Background: an optimization exercise with open tools, aiming at small area. Do not read the settings as production practice. RTL that was checked went through simulation tests only; none was proved equivalent to the original. The flow treats the clock pin as an ideal source, which a real chip does not have.

==> 08-12 <==
==> flow/design.v <==
module ho2mx_rx_sel2 #(
    parameter int W = 1
) (
    input  logic [W-1:0] a,
    input  logic         sa,
    input  logic [W-1:0] b,
    input  logic         sb,
    output logic [W-1:0] y
);
    assign y = ({W{sa}} & a) | ({W{sb}} & b);
endmodule
module ho2mx_rx_skid #(
    parameter int DATA_W = 512,
    parameter int USER_W = 10,
    parameter int CNT_W  = 32
) (
    input  logic                clk,
    input  logic                rst,
    input  logic                enq,
    input  logic [DATA_W-1:0]   in_data,
    input  logic [DATA_W/8-1:0] in_keep,
    input  logic                in_last,
    input  logic [USER_W-1:0]   in_user,
    output logic                full,
    output logic                out_valid,
    input  logic                out_ready,
    output logic [DATA_W-1:0]   out_data,
    output logic [DATA_W/8-1:0] out_keep,
    output logic                out_last,
    output logic [USER_W-1:0]   out_user,
    output logic [CNT_W-1:0]    pkt_cnt
);
    localparam int KEEP_W = DATA_W / 8;
    localparam int ENT_W  = DATA_W + KEEP_W + 1 + USER_W;
    logic [ENT_W-1:0] ent0_q, ent1_q, in_ent_s;
    logic             v0_q, v1_q;    
    logic             nf_q;          
    logic [CNT_W-1:0] pkt_cnt_q;
    logic             deq_s, take0_s, hold0_s, ld1_s, hold1_s;
    assign in_ent_s = {in_last, in_user, in_keep, in_data};
    assign deq_s    = v0_q && out_ready;
    assign hold0_s  = v0_q && !out_ready;
    assign take0_s  = !v0_q || out_ready;
    assign hold1_s  = v1_q;
    assign ld1_s    = nf_q;
    logic [ENT_W-1:0] ent0_d, ent1_d;
    ho2mx_rx_sel2 #(.W(ENT_W)) u_sel1 (
        .a(in_ent_s), .sa(ld1_s), .b(ent1_q), .sb(hold1_s), .y(ent1_d)
    );
    ho2mx_rx_sel2 #(.W(ENT_W)) u_sel0 (
        .a(ent1_d), .sa(take0_s), .b(ent0_q), .sb(hold0_s), .y(ent0_d)
    );
    always_ff @(posedge clk) begin
        ent0_q <= ent0_d;
        ent1_q <= ent1_d;
    end
    always_ff @(posedge clk or posedge rst) begin
        if (rst) begin
            v0_q      <= 1'b0;
            v1_q      <= 1'b0;
            nf_q      <= 1'b1;
            pkt_cnt_q <= {CNT_W{1'b0}};
        end else begin
            v0_q <= enq || v1_q || (v0_q && !out_ready);
            v1_q <= v0_q && (v1_q ? !out_ready : (enq && !out_ready));
            nf_q <= !(v0_q && (v1_q ? !out_ready : (enq && !out_ready)));
            if (deq_s && ent0_q[ENT_W-1]) begin
                pkt_cnt_q <= pkt_cnt_q + {{(CNT_W-1){1'b0}}, 1'b1};
            end
        end
    end
    assign full      = v1_q;
    assign out_valid = v0_q;
    assign out_data  = ent0_q[DATA_W-1:0];
    assign out_keep  = ent0_q[DATA_W +: KEEP_W];
    assign out_user  = ent0_q[DATA_W+KEEP_W +: USER_W];
    assign out_last  = ent0_q[ENT_W-1];
    assign pkt_cnt   = pkt_cnt_q;
endmodule
module ho2mx_rx_splitter #(
    parameter int DATA_W = 512,
    parameter int USER_W = 10,
    parameter int CNT_W  = 32
) (
    input  logic                  clk,
    input  logic                  rst,
    input  logic                  in_tvalid,
    output logic                  in_tready,
    input  logic [DATA_W-1:0]     in_tdata,
    input  logic [DATA_W/8-1:0]   in_tkeep,
    input  logic                  in_tlast,
    input  logic [USER_W-1:0]     in_tuser_vendor,
    output logic                  req_tvalid,
    input  logic                  req_tready,
    output logic [DATA_W-1:0]     req_tdata,
    output logic [DATA_W/8-1:0]   req_tkeep,
    output logic                  req_tlast,
    output logic [USER_W-1:0]     req_tuser_vendor,
    output logic                  cpl_tvalid,
    input  logic                  cpl_tready,
    output logic [DATA_W-1:0]     cpl_tdata,
    output logic [DATA_W/8-1:0]   cpl_tkeep,
    output logic                  cpl_tlast,
    output logic [USER_W-1:0]     cpl_tuser_vendor,
    output logic [CNT_W-1:0]      req_pkt_cnt,
    output logic [CNT_W-1:0]      cpl_pkt_cnt
);
    logic sop_q, route_q;
    logic eff_req_s, accept_s, enq_req_s, enq_cpl_s, req_full_s, cpl_full_s;
    assign eff_req_s = sop_q ? (in_tdata[28:24] == 5'b00000) : route_q;
    assign in_tready = !rst && (eff_req_s ? !req_full_s : !cpl_full_s);
    assign accept_s  = in_tvalid && in_tready;
    assign enq_req_s = accept_s && eff_req_s;
    assign enq_cpl_s = accept_s && !eff_req_s;
    always_ff @(posedge clk or posedge rst) begin
        if (rst) begin
            sop_q   <= 1'b1;
            route_q <= 1'b0;
        end else if (accept_s) begin
            sop_q   <= in_tlast;
            route_q <= eff_req_s;
        end
    end
    ho2mx_rx_skid #(.DATA_W(DATA_W), .USER_W(USER_W), .CNT_W(CNT_W)) u_req_skid (
        .clk       (clk),
        .rst       (rst),
        .enq       (enq_req_s),
        .in_data   (in_tdata),
        .in_keep   (in_tkeep),
        .in_last   (in_tlast),
        .in_user   (in_tuser_vendor),
        .full      (req_full_s),
        .out_valid (req_tvalid),
        .out_ready (req_tready),
        .out_data  (req_tdata),
        .out_keep  (req_tkeep),
        .out_last  (req_tlast),
        .out_user  (req_tuser_vendor),
        .pkt_cnt   (req_pkt_cnt)
    );
    ho2mx_rx_skid #(.DATA_W(DATA_W), .USER_W(USER_W), .CNT_W(CNT_W)) u_cpl_skid (
        .clk       (clk),
        .rst       (rst),
        .enq       (enq_cpl_s),
        .in_data   (in_tdata),
        .in_keep   (in_tkeep),
        .in_last   (in_tlast),
        .in_user   (in_tuser_vendor),
        .full      (cpl_full_s),
        .out_valid (cpl_tvalid),
        .out_ready (cpl_tready),
        .out_data  (cpl_tdata),
        .out_keep  (cpl_tkeep),
        .out_last  (cpl_tlast),
        .out_user  (cpl_tuser_vendor),
        .pkt_cnt   (cpl_pkt_cnt)
    );
endmodule
==> flow/flow/run.sh <==
#!/bin/bash
set -euo pipefail
HERE=$(pwd)
export AREA_ABC_SCRIPT=$HERE/flow/area.abc
export BUFFER_PORTS_ARGS="-buffer_cell sky130_fd_sc_hd__buf_1"
export PLACE_PINS_ARGS="-min_distance 1 -min_distance_in_tracks"
sed "s#SYNTH_SCRIPT=[^ ]*#SYNTH_SCRIPT=$HERE/flow/synth.tcl#" standard.sh > own_standard.sh
grep -q "SYNTH_SCRIPT=$HERE/flow/synth.tcl" own_standard.sh

bash own_standard.sh place > make_place.log 2>&1

RES=$HERE/orfs/results/${FLOW_PLATFORM}/ho2mx_rx_splitter/base
BASE="-sink_clustering_enable -repair_clock_nets -dont_use_dummy_load"
CTS_ARGS="$BASE -buf_list {sky130_fd_sc_hd__clkbuf_8}"
BEST_AREA=""
for cand in "12 40" "11 40" "10 40" "9 40" "8 40" "8 30" "6 30"; do
  set -- $cand
  try="$BASE -buf_list {sky130_fd_sc_hd__clkbuf_8} -sink_clustering_buffer sky130_fd_sc_hd__clkbuf_4 -sink_clustering_size $1 -sink_clustering_max_diameter $2"
  log=$HERE/cts_try_${1}_${2}.log
  TRY_CTS_ARGS="$try" PLACE_ODB=$RES/3_place.odb PLACE_SDC=$RES/3_place.sdc \
    openroad -no_init -exit $HERE/flow/pick_cts.tcl > "$log" 2>&1 || continue
  read -r slew area < <(awk '/^PICK_CTS /{print $2, $3}' "$log") || continue
  [[ -n "${slew:-}" && -n "${area:-}" ]] || continue
  if awk -v s="$slew" 'BEGIN{exit !(s <= 0.105)}' &&
     { [[ -z "$BEST_AREA" ]] || awk -v a="$area" -v b="$BEST_AREA" 'BEGIN{exit !(a < b)}'; }; then
    BEST_AREA=$area
    CTS_ARGS="$try"
  fi
done
echo "chosen CTS_ARGS: $CTS_ARGS (clock buffer area ${BEST_AREA:-n/a})" > cts_choice.log
export CTS_ARGS

bash own_standard.sh finish > make.log 2>&1
==> flow/flow/area.abc <==
&get -n
&st
&dch
&nf -R 1000
&put
==> flow/flow/pick_cts.tcl <==
# Try one clock-tree setting on the placed design and print the largest flip-flop clock-pin
# slew it gives (placement parasitics), so run.sh can pick the smallest tree that keeps a margin.
read_liberty $::env(FLOW_HOME)/platforms/sky130hd/lib/sky130_fd_sc_hd__tt_025C_1v80.lib
read_db $::env(PLACE_ODB)
read_sdc $::env(PLACE_SDC)
source $::env(FLOW_HOME)/platforms/sky130hd/setRC.tcl
clock_tree_synthesis {*}$::env(TRY_CTS_ARGS)
estimate_parasitics -placement
set_propagated_clock [all_clocks]
set mx 0
foreach p [get_pins -hierarchical */CLK] {
  set s [get_property $p slew_max]
  if { $s > $mx } { set mx $s }
}
set area 0
foreach c [get_cells -filter "ref_name =~ sky130_fd_sc_hd__clkbuf_*"] {
  set area [expr { $area + [get_property [get_lib_cells -of $c] area] }]
}
puts "PICK_CTS $mx $area"
==> flow/flow/synth.tcl <==
# synth_recipe.tcl (the standard synthesis), with ABC's mapping script swapped for an
# area-oriented one (flow/area.abc). Everything else, including the flip-flop mapping, is unchanged.
proc synth {args} { yosys synth -nofsm -noshare {*}$args }
proc use_area_abc {n1 n2 op} {
  upvar #0 abc_args a
  set i [lsearch -exact $a -script]
  if { $i >= 0 && [lindex $a [expr {$i + 1}]] ne $::env(AREA_ABC_SCRIPT) } {
    lset a [expr {$i + 1}] $::env(AREA_ABC_SCRIPT)
  }
}
trace add variable ::abc_args write use_area_abc
source $::env(SCRIPTS_DIR)/synth.tcl
# left out here: clear keep_hierarchy, flatten, clean up, hide names made inside functions, write 1_2_yosys.v
==> flow/standard.sh <==
#!/bin/bash
# synth_recipe.tcl (not shown) runs the flow's synth.tcl, then flattens the netlist and writes it again
# the make line also repeats each setting of config.mk as NAME=value (left out here)
make -C /OpenROAD-flow-scripts/flow DESIGN_CONFIG=/design/flow/config.mk WORK_HOME=/design/flow/orfs CLKGATE_MAP_FILE= SYNTH_SCRIPT=/design/flow/synth_recipe.tcl "${@:-finish}"
==> flow/config.mk <==
export PLATFORM = sky130hd
export DESIGN_NAME = ho2mx_rx_splitter
export DESIGN_NICKNAME = ho2mx_rx_splitter
export VERILOG_FILES = /design/flow/design.v
export SDC_FILE = /design/flow/constraint.sdc
export NUM_CORES = 4
export LEC_CHECK = 0
export CAP_MARGIN = 20
export CORE_AREA = 5 5 445 445
export DIE_AREA = 0 0 450 450
export SLEW_MARGIN = 20
export SYNTH_HIERARCHICAL = 1
export SYNTH_MINIMUM_KEEP_SIZE = 0
==> flow/constraint.sdc <==
create_clock -name core_clock -period 5.0 [get_ports {clk}]
set_input_delay 1.0000 -clock core_clock [delete_from_list [all_inputs] [get_ports {clk}]]
set_output_delay 1.0000 -clock core_clock [all_outputs]
set_load 0.01 [all_outputs]
==> 05-28 (differences from 08-12) <==
==> flow/design.v, changed modules only <==
module ho2mx_rx_sel3 #(
    parameter int W = 1
) (
    input  logic [W-1:0] a,
    input  logic         sa,
    input  logic [W-1:0] b,
    input  logic         sb,
    input  logic [W-1:0] c,
    input  logic         sc,
    output logic [W-1:0] y
);
    assign y = ({W{sa}} & a) | ({W{sb}} & b) | ({W{sc}} & c);
endmodule
module ho2mx_rx_skid #(
    parameter int DATA_W = 512,
    parameter int USER_W = 10,
    parameter int CNT_W  = 32
) (
    input  logic                clk,
    input  logic                rst,
    input  logic                enq,
    input  logic [DATA_W-1:0]   in_data,
    input  logic [DATA_W/8-1:0] in_keep,
    input  logic                in_last,
    input  logic [USER_W-1:0]   in_user,
    output logic                full,
    output logic                out_valid,
    input  logic                out_ready,
    output logic [DATA_W-1:0]   out_data,
    output logic [DATA_W/8-1:0] out_keep,
    output logic                out_last,
    output logic [USER_W-1:0]   out_user,
    output logic [CNT_W-1:0]    pkt_cnt
);
    localparam int KEEP_W = DATA_W / 8;
    localparam int ENT_W  = DATA_W + KEEP_W + 1 + USER_W;
    logic [ENT_W-1:0] ent0_q, ent1_q, in_ent_s;
    logic             v0_q, v1_q;    
    logic             nf_q;          
    logic [CNT_W-1:0] pkt_cnt_q;
    logic             deq_s, ld0_in_s, ld0_e1_s, ld1_s, hold0_s, hold1_s;
    assign in_ent_s = {in_last, in_user, in_keep, in_data};
    assign deq_s    = v0_q && out_ready;
    assign ld0_e1_s = deq_s && v1_q;
    assign ld0_in_s = !v0_q || (out_ready && !v1_q);
    assign ld1_s    = nf_q;     
    assign hold0_s  = v0_q && !out_ready;
    assign hold1_s  = v1_q;
    logic [ENT_W-1:0] ent0_d, ent1_d;
    ho2mx_rx_sel3 #(.W(ENT_W)) u_sel0 (
        .a(in_ent_s), .sa(ld0_in_s), .b(ent1_q), .sb(ld0_e1_s), .c(ent0_q), .sc(hold0_s), .y(ent0_d)
    );
    ho2mx_rx_sel2 #(.W(ENT_W)) u_sel1 (
        .a(in_ent_s), .sa(ld1_s), .b(ent1_q), .sb(hold1_s), .y(ent1_d)
    );
    always_ff @(posedge clk) begin
        ent0_q <= ent0_d;
        ent1_q <= ent1_d;
    end
    always_ff @(posedge clk or posedge rst) begin
        if (rst) begin
            v0_q      <= 1'b0;
            v1_q      <= 1'b0;
            nf_q      <= 1'b1;
            pkt_cnt_q <= {CNT_W{1'b0}};
        end else begin
            v0_q <= enq || v1_q || (v0_q && !out_ready);
            v1_q <= v0_q && (v1_q ? !out_ready : (enq && !out_ready));
            nf_q <= !(v0_q && (v1_q ? !out_ready : (enq && !out_ready)));
            if (deq_s && ent0_q[ENT_W-1]) begin
                pkt_cnt_q <= pkt_cnt_q + {{(CNT_W-1){1'b0}}, 1'b1};
            end
        end
    end
    assign full      = v1_q;
    assign out_valid = v0_q;
    assign out_data  = ent0_q[DATA_W-1:0];
    assign out_keep  = ent0_q[DATA_W +: KEEP_W];
    assign out_user  = ent0_q[DATA_W+KEEP_W +: USER_W];
    assign out_last  = ent0_q[ENT_W-1];
    assign pkt_cnt   = pkt_cnt_q;
endmodule
==> flow/flow/run.sh (replaced) <==
#!/bin/bash
# ORFS layout as standard.sh runs it, with three changes:
#  - synthesis maps logic with an area-oriented ABC script (flow/synth.tcl, flow/area.abc);
#  - ports get sky130_fd_sc_hd__buf_1 buffers;
#  - the clock tree uses clkbuf_8 above clusters of at most 10 registers, each driven by a
#    clkbuf_4, and no dummy loads.
set -euo pipefail
HERE=$(pwd)
export AREA_ABC_SCRIPT=$HERE/flow/area.abc
export BUFFER_PORTS_ARGS="-buffer_cell sky130_fd_sc_hd__buf_1"
export CTS_ARGS="-sink_clustering_enable -repair_clock_nets -dont_use_dummy_load -buf_list {sky130_fd_sc_hd__clkbuf_8} -sink_clustering_buffer sky130_fd_sc_hd__clkbuf_4 -sink_clustering_size 10 -sink_clustering_max_diameter 40"
sed "s#SYNTH_SCRIPT=[^ ]*#SYNTH_SCRIPT=$HERE/flow/synth.tcl#" standard.sh > own_standard.sh
grep -q "SYNTH_SCRIPT=$HERE/flow/synth.tcl" own_standard.sh
bash own_standard.sh > make.log 2>&1
- CORE_AREA: 5 5 445 445 -> 5 5 675 675
- DIE_AREA: 0 0 450 450 -> 0 0 680 680
removed: flow/flow/pick_cts.tcl
==> 04-19 (differences from 08-12) <==
==> flow/design.v, changed modules only <==
module ho2mx_rx_skid #(
    parameter int DATA_W = 512,
    parameter int USER_W = 10,
    parameter int CNT_W  = 32
) (
    input  logic                clk,
    input  logic                rst,
    input  logic                enq,
    input  logic [DATA_W-1:0]   in_data,
    input  logic [DATA_W/8-1:0] in_keep,
    input  logic                in_last,
    input  logic [USER_W-1:0]   in_user,
    output logic                full,
    output logic                out_valid,
    input  logic                out_ready,
    output logic [DATA_W-1:0]   out_data,
    output logic [DATA_W/8-1:0] out_keep,
    output logic                out_last,
    output logic [USER_W-1:0]   out_user,
    output logic [CNT_W-1:0]    pkt_cnt
);
    localparam int KEEP_W = DATA_W / 8;
    localparam int ENT_W  = DATA_W + KEEP_W + 1 + USER_W;
    logic [ENT_W-1:0] ent0_q, ent1_q, in_ent_s;
    logic             v0_q, v1_q;    
    logic [CNT_W-1:0] pkt_cnt_q;
    logic             deq_s, ld0_in_s, ld0_e1_s, ld1_s, hold0_s, hold1_s;
    assign in_ent_s = {in_last, in_user, in_keep, in_data};
    assign deq_s    = v0_q && out_ready;
    assign ld0_e1_s = deq_s && v1_q;
    assign ld0_in_s = !v0_q || (out_ready && !v1_q);
    assign ld1_s    = !v1_q;    
    assign hold0_s  = v0_q && !out_ready;
    assign hold1_s  = v1_q;
    always_ff @(posedge clk) begin
        ent0_q <= ({ENT_W{ld0_in_s}} & in_ent_s) | ({ENT_W{ld0_e1_s}} & ent1_q)
                | ({ENT_W{hold0_s}} & ent0_q);
        ent1_q <= ({ENT_W{ld1_s}} & in_ent_s) | ({ENT_W{hold1_s}} & ent1_q);
    end
    always_ff @(posedge clk or posedge rst) begin
        if (rst) begin
            v0_q      <= 1'b0;
            v1_q      <= 1'b0;
            pkt_cnt_q <= {CNT_W{1'b0}};
        end else begin
            v0_q <= enq || v1_q || (v0_q && !out_ready);
            v1_q <= v0_q && (v1_q ? !out_ready : (enq && !out_ready));
            if (deq_s && ent0_q[ENT_W-1]) begin
                pkt_cnt_q <= pkt_cnt_q + {{(CNT_W-1){1'b0}}, 1'b1};
            end
        end
    end
    assign full      = v1_q;
    assign out_valid = v0_q;
    assign out_data  = ent0_q[DATA_W-1:0];
    assign out_keep  = ent0_q[DATA_W +: KEEP_W];
    assign out_user  = ent0_q[DATA_W+KEEP_W +: USER_W];
    assign out_last  = ent0_q[ENT_W-1];
    assign pkt_cnt   = pkt_cnt_q;
endmodule
// module ho2mx_rx_sel2 removed
==> flow/flow/run.sh (replaced) <==
#!/bin/bash
# Standard ORFS layout, with small port buffers and a clock tree built from small clock buffers.
set -euo pipefail
export BUFFER_PORTS_ARGS="-buffer_cell sky130_fd_sc_hd__buf_1"
export CTS_ARGS="-sink_clustering_enable -repair_clock_nets -dont_use_dummy_load -buf_list {sky130_fd_sc_hd__clkbuf_4 sky130_fd_sc_hd__clkbuf_8}"
bash standard.sh > standard_make.log 2>&1
- ABC_AREA: unset -> 1
- CORE_AREA: 5 5 445 445 -> 5 5 455 455
- DIE_AREA: 0 0 450 450 -> 0 0 460 460
- SYNTH_HIERARCHICAL: 1 -> unset
- SYNTH_MINIMUM_KEEP_SIZE: 0 -> unset
removed: flow/flow/area.abc
removed: flow/flow/pick_cts.tcl
removed: flow/flow/synth.tcl
==> comparison table <==
item	05-28	04-19	08-12
Post-CTS Repair Setup Buffers	0	-	0
Async set or reset register ratio after synthesis	0.02975	0.02895	0.02975
Total clock sinks	2,420	-	2,420
Post-cts gate resize count	0	-	0
Cell count after synthesis	6,181	7,914	5,013
Post-synth top area share	0.6127	0.4212	0.6636
Result of the run	timing/DRC/antenna clean	did not finish	did not finish
Last stage reached	-	I/O pin placement	global routing
Unique masters post-synth	26	36	25
Compound-cell area share of the yosys netlist	0.2876	0.007190	0.2906
Number of enable flip-flop cells after synthesis	0	1,174	0
Warnings from Yosys	8	2	8
Boundary Pins	1,833	-	1,833
Synthesized flop and latch total	2,420	2,418	2,420
Weighted congestion reported at the end of routability-driven placement	0.9539	-	0.9580
No functional check of the RTL was part of 04-19.

==> separate check: timing with driven ports <==
Ports are ideal in the flow. The routed layout listed here was re-timed in OpenROAD. Step 1 sets driving cells, clkbuf_16 on the clock port and buf_2 on the other inputs (assumed; they add their load-dependent delay and slew). Step 2 also shifts input and output timing later by t, the mid clock arrival at the registers, as if the neighbouring blocks saw the same clock. Slacks: no drivers / after step 1 / after step 2; pairs: no drivers / after step 1.
run: 05-28
t, ns: 1.099
setup WS [ns]: 1.245 / 1.165 / 1.165
pins driven straight from the clock port: 1
After both steps setup and hold are still met in 05-28. The setup slack of 05-28 moves by -0.080 ns with the drivers and by -0.080 ns with both steps.
